Context: an optimization exercise on an open-source flow, tuned for small area, a short achievable clock period and few clock cycles per item. The choices shown serve that exercise and are no tape-out recipe.
In this exercise RTL edits were held to simulation tests only and were not proved equivalent to the original.

File: constraint.sdc
create_clock -name core_clock -period 10.0 [get_ports {clock}]
set_input_delay 2.0000 -clock core_clock [delete_from_list [all_inputs] [get_ports {clock}]]
set_output_delay 2.0000 -clock core_clock [all_outputs]
set_load 0.01 [all_outputs]
File: design.v
`default_nettype none
module sha_msg_window (
   input  logic        clock,
   input  logic        wr_en,
   input  logic [5:0]  wr_pos,
   input  logic [7:0]  wr_byte,
   input  logic        shift_en,
   output logic [31:0] w_cur
);
   function automatic [31:0] sha_rotr(input [31:0] x, input integer k);
      sha_rotr = (x >> k) | (x << (32 - k));
   endfunction
   logic [511:0] win_ff;
   logic [511:0] win_in;
   logic [31:0]  w_next;
   function automatic [31:0] ssig0(input [31:0] x);
      ssig0 = sha_rotr(x, 7) ^ sha_rotr(x, 18) ^ (x >> 3);
   endfunction
   function automatic [31:0] ssig1(input [31:0] x);
      ssig1 = sha_rotr(x, 17) ^ sha_rotr(x, 19) ^ (x >> 10);
   endfunction
   assign w_next = ssig1(win_ff[32*14 +: 32]) + win_ff[32*9 +: 32]
                 + ssig0(win_ff[32*1 +: 32]) + win_ff[32*0 +: 32];
   assign w_cur  = win_ff[31:0];
   always_comb begin
      win_in = win_ff;
      if (shift_en) begin
         win_in = {w_next, win_ff[511:32]};
      end else if (wr_en) begin
         win_in[{wr_pos[5:2], ~wr_pos[1:0], 3'b000} +: 8] = wr_byte;
      end
   end
   always_ff @(posedge clock) begin
      win_ff <= win_in;
   end
endmodule
`default_nettype wire
`default_nettype none
module sha_round_core (
   input  logic        clock,
   input  logic        reset,
   input  logic        ctl_load,     
   input  logic        ctl_round,    
   input  logic        ctl_fold,     
   input  logic        ctl_reinit,   
   input  logic [31:0] k_val,
   input  logic [31:0] w_val,
   input  logic [2:0]  rd_idx,
   output logic [31:0] rd_word
);
   function automatic [31:0] sha_rotr(input [31:0] x, input integer k);
      sha_rotr = (x >> k) | (x << (32 - k));
   endfunction
   function automatic [31:0] sha_init_hash(input [2:0] idx);
      case (idx)
         3'd0:    sha_init_hash = 32'h6a09e667;
         3'd1:    sha_init_hash = 32'hbb67ae85;
         3'd2:    sha_init_hash = 32'h3c6ef372;
         3'd3:    sha_init_hash = 32'ha54ff53a;
         3'd4:    sha_init_hash = 32'h510e527f;
         3'd5:    sha_init_hash = 32'h9b05688c;
         3'd6:    sha_init_hash = 32'h1f83d9ab;
         default: sha_init_hash = 32'h5be0cd19;
      endcase
   endfunction
   logic [255:0] work_ff, work_in;
   logic [255:0] hash_ff, hash_in;
   logic [255:0] hash_init;
   logic [31:0]  wa, wb, wc, wd, we, wf, wg, wh;
   logic [31:0]  big1, pick, big0, vote, t1, t2;
   assign {wh, wg, wf, we, wd, wc, wb, wa} = work_ff;
   assign big1 = sha_rotr(we, 6) ^ sha_rotr(we, 11) ^ sha_rotr(we, 25);
   assign pick = (we & wf) ^ (~we & wg);
   assign big0 = sha_rotr(wa, 2) ^ sha_rotr(wa, 13) ^ sha_rotr(wa, 22);
   assign vote = (wa & wb) ^ (wa & wc) ^ (wb & wc);
   assign t1   = wh + big1 + pick + k_val + w_val;
   assign t2   = big0 + vote;
   assign rd_word = hash_ff[{rd_idx, 5'b00000} +: 32];
   always_comb begin
      for (int i = 0; i < 8; i++) begin
         hash_init[32*i +: 32] = sha_init_hash(i[2:0]);
      end
   end
   always_comb begin
      work_in = work_ff;
      hash_in = hash_ff;
      if (ctl_load) begin
         work_in = hash_ff;
      end else if (ctl_round) begin
         work_in = {wg, wf, we, wd + t1, wc, wb, wa, t1 + t2};
      end
      if (ctl_fold) begin
         for (int i = 0; i < 8; i++) begin
            hash_in[32*i +: 32] = hash_ff[32*i +: 32] + work_ff[32*i +: 32];
         end
      end else if (ctl_reinit) begin
         hash_in = hash_init;
      end
   end
   always_ff @(posedge clock) begin
      if (reset) begin
         hash_ff <= hash_init;
      end else begin
         hash_ff <= hash_in;
      end
   end
   always_ff @(posedge clock) begin
      work_ff <= work_in;
   end
endmodule
`default_nettype wire
`default_nettype none
module sha256_hash_engine (
   input  logic        clock,
   input  logic        reset,
   input  logic        req_valid,
   output logic        req_ready,
   input  logic [7:0]  req_data_byte,
   input  logic        req_byte_present,
   input  logic        req_message_end,
   output logic        rsp_valid,
   input  logic        rsp_ready,
   output logic [31:0] rsp_digest_word,
   output logic [2:0]  rsp_word_index,
   output logic        rsp_last_word
);
   localparam [5:0] LenOffset = 6'd56;    
   localparam [7:0] PadMark   = 8'h80;
   function automatic [31:0] sha_round_k(input [5:0] idx);
      case (idx)
         6'd0:  sha_round_k = 32'h428a2f98;  6'd1:  sha_round_k = 32'h71374491;
         6'd2:  sha_round_k = 32'hb5c0fbcf;  6'd3:  sha_round_k = 32'he9b5dba5;
         6'd4:  sha_round_k = 32'h3956c25b;  6'd5:  sha_round_k = 32'h59f111f1;
         6'd6:  sha_round_k = 32'h923f82a4;  6'd7:  sha_round_k = 32'hab1c5ed5;
         6'd8:  sha_round_k = 32'hd807aa98;  6'd9:  sha_round_k = 32'h12835b01;
         6'd10: sha_round_k = 32'h243185be;  6'd11: sha_round_k = 32'h550c7dc3;
         6'd12: sha_round_k = 32'h72be5d74;  6'd13: sha_round_k = 32'h80deb1fe;
         6'd14: sha_round_k = 32'h9bdc06a7;  6'd15: sha_round_k = 32'hc19bf174;
         6'd16: sha_round_k = 32'he49b69c1;  6'd17: sha_round_k = 32'hefbe4786;
         6'd18: sha_round_k = 32'h0fc19dc6;  6'd19: sha_round_k = 32'h240ca1cc;
         6'd20: sha_round_k = 32'h2de92c6f;  6'd21: sha_round_k = 32'h4a7484aa;
         6'd22: sha_round_k = 32'h5cb0a9dc;  6'd23: sha_round_k = 32'h76f988da;
         6'd24: sha_round_k = 32'h983e5152;  6'd25: sha_round_k = 32'ha831c66d;
         6'd26: sha_round_k = 32'hb00327c8;  6'd27: sha_round_k = 32'hbf597fc7;
         6'd28: sha_round_k = 32'hc6e00bf3;  6'd29: sha_round_k = 32'hd5a79147;
         6'd30: sha_round_k = 32'h06ca6351;  6'd31: sha_round_k = 32'h14292967;
         6'd32: sha_round_k = 32'h27b70a85;  6'd33: sha_round_k = 32'h2e1b2138;
         6'd34: sha_round_k = 32'h4d2c6dfc;  6'd35: sha_round_k = 32'h53380d13;
         6'd36: sha_round_k = 32'h650a7354;  6'd37: sha_round_k = 32'h766a0abb;
         6'd38: sha_round_k = 32'h81c2c92e;  6'd39: sha_round_k = 32'h92722c85;
         6'd40: sha_round_k = 32'ha2bfe8a1;  6'd41: sha_round_k = 32'ha81a664b;
         6'd42: sha_round_k = 32'hc24b8b70;  6'd43: sha_round_k = 32'hc76c51a3;
         6'd44: sha_round_k = 32'hd192e819;  6'd45: sha_round_k = 32'hd6990624;
         6'd46: sha_round_k = 32'hf40e3585;  6'd47: sha_round_k = 32'h106aa070;
         6'd48: sha_round_k = 32'h19a4c116;  6'd49: sha_round_k = 32'h1e376c08;
         6'd50: sha_round_k = 32'h2748774c;  6'd51: sha_round_k = 32'h34b0bcb5;
         6'd52: sha_round_k = 32'h391c0cb3;  6'd53: sha_round_k = 32'h4ed8aa4a;
         6'd54: sha_round_k = 32'h5b9cca4f;  6'd55: sha_round_k = 32'h682e6ff3;
         6'd56: sha_round_k = 32'h748f82ee;  6'd57: sha_round_k = 32'h78a5636f;
         6'd58: sha_round_k = 32'h84c87814;  6'd59: sha_round_k = 32'h8cc70208;
         6'd60: sha_round_k = 32'h90befffa;  6'd61: sha_round_k = 32'ha4506ceb;
         6'd62: sha_round_k = 32'hbef9a3f7;
         default: sha_round_k = 32'hc67178f2;
      endcase
   endfunction
   localparam [2:0] ST_IDLE  = 3'd0;   
   localparam [2:0] ST_PAD   = 3'd1;   
   localparam [2:0] ST_LOAD  = 3'd2;   
   localparam [2:0] ST_ROUND = 3'd3;   
   localparam [2:0] ST_FOLD  = 3'd4;   
   localparam [2:0] ST_OUT   = 3'd5;   
   logic [2:0]   state_ff, state_in;
   logic [5:0]   fill_ff, fill_in;        
   logic [63:0]  bits_ff, bits_in;        
   logic [5:0]   round_ff, round_in;
   logic         end_ff, end_in;          
   logic         mark_ff, mark_in;        
   logic         mark_hi_ff, mark_hi_in;  
   logic         final_ff, final_in;      
   logic [2:0]   out_idx_ff, out_idx_in;
   logic         rsp_valid_ff, rsp_valid_in;
   logic [31:0]  rsp_word_ff, rsp_word_in;
   logic [2:0]   rsp_idx_ff, rsp_idx_in;
   logic         rsp_last_ff, rsp_last_in;
   logic             req_accept;
   logic             rsp_take;
   logic             len_slot;
   logic [7:0]       pad_byte;
   logic             win_wr;
   logic [7:0]       win_byte;
   logic [31:0]      w_cur;
   logic [31:0]      hash_word;
   assign req_ready = (state_ff == ST_IDLE);
   assign req_accept     = req_valid && req_ready;
   assign rsp_take = !rsp_valid_ff || rsp_ready;
   assign len_slot  = (fill_ff >= LenOffset) && !mark_hi_ff && !mark_ff;
   assign pad_byte  = mark_ff  ? PadMark :
                      len_slot ? bits_ff[{~fill_ff[2:0], 3'b000} +: 8] : 8'h00;
   assign win_wr   = (req_accept && req_byte_present) || (state_ff == ST_PAD);
   assign win_byte = (state_ff == ST_PAD) ? pad_byte : req_data_byte;
   logic ctl_load, ctl_round, ctl_fold, ctl_reinit;
   assign ctl_load   = (state_ff == ST_LOAD);
   assign ctl_round  = (state_ff == ST_ROUND);
   assign ctl_fold   = (state_ff == ST_FOLD);
   assign ctl_reinit = (state_ff == ST_OUT) && rsp_take
                       && (out_idx_ff == 3'd7);
   sha_msg_window u_window (
      .clock    (clock),
      .wr_en    (win_wr),
      .wr_pos   (fill_ff),
      .wr_byte  (win_byte),
      .shift_en (state_ff == ST_ROUND),
      .w_cur    (w_cur)
   );
   sha_round_core u_core (
      .clock   (clock),
      .reset   (reset),
      .ctl_load   (ctl_load),
      .ctl_round  (ctl_round),
      .ctl_fold   (ctl_fold),
      .ctl_reinit (ctl_reinit),
      .k_val   (sha_round_k(round_ff)),
      .w_val   (w_cur),
      .rd_idx  (out_idx_ff),
      .rd_word (hash_word)
   );
   always_comb begin
      state_in     = state_ff;
      fill_in      = fill_ff;
      bits_in      = bits_ff;
      round_in     = round_ff;
      end_in       = end_ff;
      mark_in      = mark_ff;
      mark_hi_in   = mark_hi_ff;
      final_in     = final_ff;
      out_idx_in   = out_idx_ff;
      rsp_valid_in = rsp_valid_ff;
      rsp_word_in  = rsp_word_ff;
      rsp_idx_in   = rsp_idx_ff;
      rsp_last_in  = rsp_last_ff;
      if (rsp_ready) begin
         rsp_valid_in = 1'b0;
      end
      case (state_ff)
         ST_IDLE: begin
            if (req_accept) begin
               if (req_byte_present) begin
                  fill_in = fill_ff + 6'd1;
                  bits_in = bits_ff + 64'd8;
               end
               if (req_message_end) begin
                  end_in  = 1'b1;
                  mark_in = 1'b1;
               end
               if (req_byte_present && fill_ff == 6'd63) begin
                  state_in = ST_LOAD;
               end else if (req_message_end) begin
                  state_in = ST_PAD;
               end
            end
         end
         ST_PAD: begin
            fill_in = fill_ff + 6'd1;
            mark_in = 1'b0;
            if (mark_ff && fill_ff >= LenOffset) begin
               mark_hi_in = 1'b1;
            end
            if (fill_ff == 6'd63) begin
               final_in = len_slot;
               state_in = ST_LOAD;
            end
         end
         ST_LOAD: begin
            round_in = 6'd0;
            state_in = ST_ROUND;
         end
         ST_ROUND: begin
            round_in = round_ff + 6'd1;
            if (round_ff == 6'd63) begin
               state_in = ST_FOLD;
            end
         end
         ST_FOLD: begin
            mark_hi_in = 1'b0;
            if (final_ff) begin
               final_in   = 1'b0;
               end_in     = 1'b0;
               out_idx_in = 3'd0;
               state_in   = ST_OUT;
            end else if (end_ff) begin
               state_in = ST_PAD;
            end else begin
               state_in = ST_IDLE;
            end
         end
         ST_OUT: begin
            if (rsp_take) begin
               rsp_valid_in = 1'b1;
               rsp_word_in  = hash_word;
               rsp_idx_in   = out_idx_ff;
               rsp_last_in  = (out_idx_ff == 3'd7);
               out_idx_in   = out_idx_ff + 3'd1;
               if (out_idx_ff == 3'd7) begin
                  fill_in  = 6'd0;
                  bits_in  = 64'd0;
                  state_in = ST_IDLE;
               end
            end
         end
         default: begin
            state_in = ST_IDLE;
         end
      endcase
   end
   always_ff @(posedge clock) begin
      if (reset) begin
         state_ff     <= ST_IDLE;
         fill_ff      <= 6'd0;
         bits_ff      <= 64'd0;
         round_ff     <= 6'd0;
         end_ff       <= 1'b0;
         mark_ff      <= 1'b0;
         mark_hi_ff   <= 1'b0;
         final_ff     <= 1'b0;
         out_idx_ff   <= 3'd0;
         rsp_valid_ff <= 1'b0;
      end else begin
         state_ff     <= state_in;
         fill_ff      <= fill_in;
         bits_ff      <= bits_in;
         round_ff     <= round_in;
         end_ff       <= end_in;
         mark_ff      <= mark_in;
         mark_hi_ff   <= mark_hi_in;
         final_ff     <= final_in;
         out_idx_ff   <= out_idx_in;
         rsp_valid_ff <= rsp_valid_in;
      end
      rsp_word_ff <= rsp_word_in;
      rsp_idx_ff  <= rsp_idx_in;
      rsp_last_ff <= rsp_last_in;
   end
   assign rsp_valid       = rsp_valid_ff;
   assign rsp_digest_word = rsp_word_ff;
   assign rsp_word_index  = rsp_idx_ff;
   assign rsp_last_word   = rsp_last_ff;
endmodule
`default_nettype wire
File: config.mk
export PLATFORM = sky130hd
export DESIGN_NAME = sha256_hash_engine
export DESIGN_NICKNAME = sha256_hash_engine
export VERILOG_FILES = /design/flow/design.v
export SDC_FILE = /design/flow/constraint.sdc
export NUM_CORES = 4
export LEC_CHECK = 0
export CAP_MARGIN = 20
export CORE_MARGIN = 2
export CORE_UTILIZATION = 40
export PLACE_DENSITY = 0.6
export SLEW_MARGIN = 20
File: run.sh
#!/bin/bash
# synth_recipe.tcl (not shown) runs the flow's synth.tcl, then flattens the netlist and writes it again
# the make line also repeats each setting of config.mk as NAME=value (left out here)
make -C /OpenROAD-flow-scripts/flow DESIGN_CONFIG=/design/flow/config.mk WORK_HOME=/design/flow/orfs CLKGATE_MAP_FILE= SYNTH_SCRIPT=/design/flow/synth_recipe.tcl finish
==> run notes <==
==> worst max-delay path, delay by kind of cell (launching register included) <==
kind                     cells  cell delay (ns)
buffers and inverters        3             0.20
XOR/XNOR                     4             1.12
AND/OR/NAND/NOR              3             0.56
multiplexers                 1             0.26
AO/OA/AOI/OAI               14             3.02
adder cells (fa/ha/maj)      7             3.04
flip-flops                   1             0.56
==> area by class of cell <==
type / instances / area [um2] / area share, %
Multi-Input combinational cell: 7078 / 45700 / 51.8
Sequential cell: 1176 / 31600 / 35.8
Clock buffer: 203 / 4200 / 4.76
Tap cell: 2656 / 3320 / 3.77
Inverter: 378 / 1430 / 1.62
Timing Repair Buffer: 141 / 1290 / 1.46
Clock inverter: 72 / 692 / 0.784
Antenna cell: 4 / 10.0 / 0.0113
==> cell usage in the layout (no fill, tap or decap), types with 79 or more instances in the layout <==
master,n
a21o_1,216
a21oi_1,693
a22oi_1,84
buf_4,80
clkbuf_16,155
dfxtp_1,369
edfxtp_1,804
fa_1,195
ha_1,395
inv_1,372
mux4_2,79
nand2_1,1654
nand2b_1,148
nand3_1,98
nor2_1,787
o21ai_0,1046
o22ai_1,109
xnor2_1,379
xor2_1,244
==> sequential cells by signal, indices dropped and copies added, names as in the netlist, 3 cells and up <==
signal / count
u_core.k_val: 32
bits_ff: 61
u_core.hash_ff: 256
round_ff: 6
fill_ff: 6
u_core.work_ff: 256
rsp_word_ff: 32
rsp_idx_ff: 3
state_ff: 3
u_window.win_ff: 512
out_idx_ff: 3
==> logic make-up (layout without fill, tap and decap cells) <==
family                     count (synthesis)  after routing  synth area share, %
AOI/OAI and AO/OA                       2684           2684                 19.7
xor gates and xnor gates                 623            623                 6.76
DFF                                     1176           1176                 39.1
buffers and inverters                    967            794                 4.51
muxes                                    172            172                 3.43
adders and majority gates                593            593                 11.0
and+or+nand+nor                         3006           3006                 15.5
other                                      0              4                    0
==> worst paths after layout <==
path / to / startpoint
worst min-delay path: bits_ff[14] / bits_ff[14]
worst min register to register: bits_ff[14] / bits_ff[14]
worst max register to register: u_core.work_ff[31] / u_core.work_ff[135]
worst max-delay path: u_core.work_ff[31] / u_core.work_ff[135]
==> routing by layer <==
metal / GRT usage [%] / part of all wire, % / up-vias
met1: 39.3 / 46 / 33400
met3: 4.81 / 8.1 / 443
met2: 40.5 / 44 / 2807
li1: - / - / 31800
met4: 7.83 / 2.8 / 8
met5: 0 / 0.020 / -
==> stage by stage <==
stage	instances	utilization [%]	TNS [ns]	area, um2
CTS	11700	44.1	0	88200
global placement	11400	41.6	0	83300
floorplan	9221	-	-54.84	80800
global route	11700	44.1	0	88200
detailed placement	11400	41.6	0	83300
finish	11700	44.1	0	88300
==> flow_metrics.tcl <==
set metrics [dict create \
    nets 9526 \
    cts_root_buf "clkbuf_16" \
    h-tree-depth 4 \
    syn_area_per_cell_um2 8.76 \
    holdWs_ns 0.502 \
    synth_top_area_cell "edfxtp_1" \
    cp-end-kind "flop" \
    io_buffer_count 51 \
    syn-num-nets 9825 \
    synth.cell_area_um2 80800 \
    finalMaxSlewViolations 0 \
    routed_via_density 5.85 \
    timing.max_slew.rel_slack_pct 20.2 \
    synth_cell_types 96 \
    path_class "flop to flop" \
    status "no timing/DRC/antenna violations" \
    core-area_um2 200000 \
    crit_required_ns 10.59 \
    final-hold-violation-count 0 \
    worst-path-max-fanout 6 \
    final-setup-viol-count 0 \
    antenna_found_initial 12 \
    ctsResizeCount 0 \
    crit_top_cell "fa_1" \
    hp-class "flop to flop" \
    grt_pass1_wl_um 419000 \
    cts_sinks 1176 \
    first_global_vias 63800 \
    wire_per_inst_um 24.2 \
    fin_skew_ns 0.0484 \
    grt_use_total_pct 26.9 \
    synth.top_cell.area_share_pct 29.9 \
    max_cap_violations 0 \
    die_h_um 453 \
    start_util_pct 40.3 \
    grt-ovfl-total 0 \
    async_flop_share_pct 0 \
    syn2layout_area_growth_pct 9.27 \
    arrival_ns 9.57 \
    fin_ws_ns 1.02 \
    worst-r2r-cell-count 32 \
    cts_tree "yes" \
    drive_above_1_share_pct 5.66 \
    synth_commonest_cells "nand2_1 (1657), o21ai_0 (1046), edfxtp_1 (804), nor2_1 (794), a21oi_1 (698)" \
    start_kind "flop" \
    dp_slack_ns 1.16 \
    ctsHoldBuffers 0 \
    synth_seq_cells 1176 \
    dp_hpwl_um 204000 \
    clockBufferDepth 3 \
    netlist_instances 9221 \
    ys_warn_count 3 \
    die_area_um2 206000 \
    fin_crit_sh_pct 89.8 \
    nFillCells 19600 \
    rsz0062_at_grt "false" \
    min_path_cells 2 \
    synth_edf_count 804 \
    fmax_mhz 111 \
    ys_seq_area_share_pct 39.1 \
    postCtsSetupBuffers 0 \
    ios 52 \
    period_needed_ns 8.98 \
    yosys.cell_count.top_type "nand2_1" \
    rrSetupSlack_ns 1.02 \
    std_cell_rows 164 \
    num_vias 68400 \
    ys.flop_type "edfxtp_1" \
    drc 0 \
    worst_pin_slew_ns 1.20 \
    gp_congestion 0.962 \
    clock_latency_ns 0.84 \
    numCtsBuffers 147 \
    synthTopCellsByArea "edfxtp_1 (30%), dfxtp_1 (9.2%), nand2_1 (7.7%)" \
    drt_first_pass_iters 6 \
    cpMaxStageDelayCell "edfxtp_1" \
    ant_nets 0 \
    clk_pin_slew_worst_paths_ns 0.06 \
    drt_wl_total_um 284000 \
    die_w_um 453 \
    dr.first_iter.drc_count 8252 \
    cp_slowest_stage_delay_ns 0.56 \
    grt_max_degree 247 \
]
Testbench counts, summed over its fixed seeds: cycles 48,438, messages 192.

-- re-timing with driven ports --
No port has a modelled driver above. Below, the same layout with a new extraction and two added sets of constraints.
Step 1 sets driving cells, clkbuf_16 on the clock port and buf_2 on the other inputs (assumed; they add their load-dependent delay and slew).
Step 2 moves the port delays by t, midway between the first and last clock arrival at a register: inputs arrive t later, outputs are due t later. That takes back most of the time a late clock gives input paths.
Slacks: no drivers / after step 1 / after step 2; pairs: no drivers / after step 1.
t, ns: 0.900
slack for setup (ns): 1.022 / 1.022 / 1.022
hold slack, ns: 0.502 / 0.502 / 0.502
worst setup path after step 2: register to register
After both steps setup and hold are still met in this run. The setup slack of this run moves by 0.000 ns with the drivers and by 0.000 ns with both steps.
